From an optimization exercise on the open Yosys and OpenROAD flow, aimed at small area and a short achievable clock period; shortcuts taken in it are not production practice. RTL that was checked went through simulation tests only; none was proved equivalent to the original.

==> module mult_pipe, before the edit <==
module mult_pipe #(
  parameter int stages = mult_stages    
) (
  input  logic              CLOCK_50,
  input  logic              hps_fpga_reset_n,
  input  logic [word_w-1:0] in_readdata,
  input  logic              in_waitrequest,
  output logic              in_read,
  output logic [word_w-1:0] out_writedata,
  output logic              out_write,
  input  logic              out_waitrequest
);
  logic                 stall;
  logic [stages-1:0]    vld_q;             
  logic [word_w-1:0]    op_q;              
  logic [word_w-1:0]    p1_q;              
  logic [word_w-1:0]    p2_q;              
  assign stall   = out_waitrequest;
  assign in_read = !in_waitrequest && !stall;
  always_ff @(posedge CLOCK_50 or negedge hps_fpga_reset_n) begin
    if (!hps_fpga_reset_n) begin
      vld_q <= '0;
    end else if (!stall) begin
      vld_q <= {vld_q[stages-2:0], in_read};
    end
  end
  always_ff @(posedge CLOCK_50) begin
    if (!stall) begin
      op_q <= in_readdata;
      p1_q <= op_q[operand_w-1:0] * op_q[word_w-1:operand_w];
      p2_q <= p1_q;
    end
  end
  assign out_write     = vld_q[stages-1];
  assign out_writedata = p2_q;
endmodule
Settings: LEC_CHECK=0, CAP_MARGIN=20, CORE_MARGIN=2, CORE_UTILIZATION=40, SLEW_MARGIN=20; clock period 6.8 ns.
run.sh (not shown) runs the stock make flow with config.mk's settings and CLKGATE_MAP_FILE= SYNTH_SCRIPT=/design/flow/synth_recipe.tcl, a recipe that flattens the netlist after the stock synthesis.
The starting point ran to the end with no violations.
Edit:
--- a/flow/design.v
+++ b/flow/design.v
@@ -101,35 +101,45 @@
   input  logic              in_waitrequest,
   output logic              in_read,
   output logic [word_w-1:0] out_writedata,
   output logic              out_write,
   input  logic              out_waitrequest
 );
+  logic [operand_w-1:0] op_a;
+  logic [operand_w-1:0] op_b;
+  logic [word_w-1:0]    prod_d;            
   logic                 stall;
+  logic [word_w-1:0]    prod_q [stages];   
   logic [stages-1:0]    vld_q;             
-  logic [word_w-1:0]    op_q;              
-  logic [word_w-1:0]    p1_q;              
-  logic [word_w-1:0]    p2_q;              
-  assign stall   = out_waitrequest;
+  assign op_a = in_readdata[operand_w-1:0];         
+  assign op_b = in_readdata[word_w-1:operand_w];    
+  assign prod_d = op_a * op_b;
+  assign stall = out_waitrequest;
   assign in_read = !in_waitrequest && !stall;
   always_ff @(posedge CLOCK_50 or negedge hps_fpga_reset_n) begin
     if (!hps_fpga_reset_n) begin
       vld_q <= '0;
     end else if (!stall) begin
-      vld_q <= {vld_q[stages-2:0], in_read};
+      vld_q[0] <= in_read;    
+      for (int i = 1; i < stages; i++) begin
+        vld_q[i] <= vld_q[i-1];
+      end
     end
   end
   always_ff @(posedge CLOCK_50) begin
     if (!stall) begin
-      op_q <= in_readdata;
-      p1_q <= op_q[operand_w-1:0] * op_q[word_w-1:operand_w];
-      p2_q <= p1_q;
+      if (in_read) begin
+        prod_q[0] <= prod_d;    
+      end
+      for (int i = 1; i < stages; i++) begin
+        prod_q[i] <= prod_q[i-1];
+      end
     end
   end
   assign out_write     = vld_q[stages-1];
-  assign out_writedata = p2_q;
+  assign out_writedata = prod_q[stages-1];
 endmodule
 import coproc_pkg::*;
 module coproc_top (
   input  logic                CLOCK_50,
   input  logic                hps_fpga_reset_n,
   input  logic [word_w-1:0]   in_readdata,
=>
- The new run went through all stages and came out clean
- non-clock buffer count grows by 162
- cell area grows by 8.7%
- flip-flop and latch count is unchanged
- clock-buffer cell count grows by 1
- synthesized cell count shrinks by about 2.2%
- synthesized area shrinks by about 1.2%
- cell count grows by about 7.5%
- die area shrinks by about 1.2%
- worst hold slack stays flat
- worst setup slack got worse by 0.16 ns
Only the layout flow was run in the first run of this note; the RTL was not checked for function there.

========
coproc_top, a different RTL version from the one above (not shown whole).
Size in the first run: ~1,000 cells after synthesis, about 200 flip-flops, ~120 I/O pins, roughly 0.013 mm² of cells after synthesis.
==> module pulse_timer, before the edit <==
module pulse_timer #(
  parameter int pulse_ext = cold_pulse_ext    
) (
  input  logic CLOCK_50,
  input  logic hps_fpga_reset_n,
  input  logic run,        
  output logic expired     
);
  localparam int cnt_w = (pulse_ext > 1) ? $clog2(pulse_ext) : 1;
  localparam logic [cnt_w-1:0] last_val = cnt_w'(pulse_ext - 1);
  logic [cnt_w-1:0] cnt_q;
  always_ff @(posedge CLOCK_50 or negedge hps_fpga_reset_n) begin
    if (!hps_fpga_reset_n) begin
      cnt_q <= '0;
    end else if (run) begin
      if (expired) begin
        cnt_q <= '0;                    
      end else begin
        cnt_q <= cnt_q + 1'b1;
      end
    end
  end
  assign expired = (cnt_q == last_val);
endmodule
clock: 6.8 ns
lec_check: 0
cap_margin: 20
core_margin: 2
core_utilization: 60
cts_cluster_diameter: 150
cts_cluster_size: 30
setup_slack_margin: 3.7
slew_margin: 20
synth_hierarchical: 1
tns_end_percent: 5
standard.sh (not shown) runs the stock make flow with config.mk's settings and CLKGATE_MAP_FILE= SYNTH_SCRIPT=/design/flow/synth_recipe.tcl, a recipe that flattens the netlist after the stock synthesis.
==> flow/flow/run.sh <==
#!/bin/bash
# Layout flow: the standard ORFS flow, with the port buffers that the
# placement step inserts made from sky130_fd_sc_hd__buf_1, which the timing
# repair may then resize, instead of the delay-cell buffer the resizer picks.
set -euo pipefail
bash standard.sh "BUFFER_PORTS_ARGS=-buffer_cell sky130_fd_sc_hd__buf_1" finish > orfs_make.log 2>&1
Next try:
--- a/flow/design.v
+++ b/flow/design.v
@@ -27,12 +27,10 @@
   always_ff @(posedge CLOCK_50 or negedge hps_fpga_reset_n) begin
     if (!hps_fpga_reset_n) begin
       cnt_q <= '0;
-    end else if (run) begin
-      if (expired) begin
-        cnt_q <= '0;                    
-      end else begin
-        cnt_q <= cnt_q + 1'b1;
-      end
+    end else if (expired && (pulse_ext != (1 << cnt_w))) begin
+      cnt_q <= '0;                      
+    end else begin
+      cnt_q <= cnt_q + cnt_w'(run);
     end
   end
   assign expired = (cnt_q == last_val);
The new run completed with no timing, DRC or antenna violations.
Routed wire length shrinks slightly.
Critical path depth stays the same.
Hold slack got worse by 3.8 ps.
Sequential share of layout area grows by 0.12 points.
Global-route usage shrinks by 0.21 points.
Via count shrinks slightly.
Die area shrinks slightly.
Setup slack got worse by 40 ps.
Final area stays flat.
Count of clock-buffer cells in the layout is unchanged.
Area after synthesis shrinks slightly.
Flip-flop and latch count stays the same.
No functional check of the RTL was part of the second run of this note.

========
Setup of the reference run:
coproc_top with an RTL version that a note above also has.
Size: ~1,000 cells after synthesis, about 200 flip-flops, roughly 120 I/O pins, ~13,000 um2 of cells after synthesis.
==> module pulse_timer, before the edit <==
module pulse_timer #(
  parameter int pulse_ext = cold_pulse_ext    
) (
  input  logic CLOCK_50,
  input  logic hps_fpga_reset_n,
  input  logic run,        
  output logic expired     
);
  localparam int cnt_w = (pulse_ext > 1) ? $clog2(pulse_ext) : 1;
  localparam logic [cnt_w-1:0] last_val = cnt_w'(pulse_ext - 1);
  logic [cnt_w-1:0] cnt_q;
  always_ff @(posedge CLOCK_50 or negedge hps_fpga_reset_n) begin
    if (!hps_fpga_reset_n) begin
      cnt_q <= '0;
    end else if (expired && (pulse_ext != (1 << cnt_w))) begin
      cnt_q <= '0;                      
    end else begin
      cnt_q <= cnt_q + cnt_w'(run);
    end
  end
  assign expired = (cnt_q == last_val);
endmodule
clock: 6.8 ns
lec_check: 0
cap_margin: 20
core_margin: 2
core_utilization: 60
cts_cluster_diameter: 150
cts_cluster_size: 30
gpl_routability_driven: 0
setup_slack_margin: 3.7
slew_margin: 20
synth_hierarchical: 1
tns_end_percent: 5
Scripts as last shown in full above: flow/flow/run.sh
Changes in the trial run relative to the reference run:
--- a/flow/design.v
+++ b/flow/design.v
@@ -28,8 +28,10 @@
     if (!hps_fpga_reset_n) begin
       cnt_q <= '0;
-    end else if (expired && (pulse_ext != (1 << cnt_w))) begin
-      cnt_q <= '0;                      
-    end else begin
-      cnt_q <= cnt_q + cnt_w'(run);
+    end else if (run) begin
+      if (expired) begin
+        cnt_q <= '0;                    
+      end else begin
+        cnt_q <= cnt_q + 1'b1;
+      end
     end
   end
--- outcome ---
As far as count of hold-fix buffers inserted at cts goes, the trial run and the reference run are indistinguishable; the numbers are identical.
Of the reference run and the trial run, the higher XOR/XNOR share of the synthesized area belongs to the reference run.
The trial run against the reference run: share of cells above drive strength 1 rose by 0.83 points; portion of the clock cycle consumed by the worst path in the final layout now smaller; critical path buffer and inverter count closely matched the old numbers.
The met1 demand-to-capacity share in global routing reported for the trial run is greater than that of the reference run by 1.3 points.
The final cell count on the reference run is in line with that on the trial run.
The RTL of the reference run was laid out without a check of its function.

-- separate check: timing with driven ports --
How much do the figures lean on ideal ports? The routed layouts below were timed once more, with nothing changed but the port constraints. Step 1 assumes that a clkbuf_16 drives the clock port and a buf_2 every other input. Step 2, shift: input delay + t, output delay - t, t = (earliest + latest rising clock arrival at the registers) / 2. This alone moves slack from input paths to output paths. Three values: ideal, step 1, step 2; two values: the first two.
run	shift t [ns]	setup WS [ns]	latest minus earliest clock arrival (ns)	worst slew at a driven data input, ns	cell pins on the clock port's net
the first run of note 1	0.496	0.365 / 0.365 / 0.365	0.019 / 0.019	0.06	1
the second run of note 1	0.450	0.202 / 0.199 / -0.251	0.011 / 0.011	0.05	1
the first run of note 2	0.520	3.708 / 3.689 / 3.491	0.019 / 0.019	0.03	1
the second run of note 2	0.521	3.668 / 3.648 / 3.648	0.019 / 0.018	0.03	1
the reference run	0.521	3.668 / 3.648 / 3.648	0.019 / 0.018	0.03	1
the trial run	0.520	3.708 / 3.689 / 3.491	0.019 / 0.019	0.03	1
With both steps, setup timing fails in the second run of note 1, where it was met with ideal ports. For the second run of note 1, which loses most, drivers alone change the setup slack by -0.003 ns; drivers and shift together by -0.453 ns.
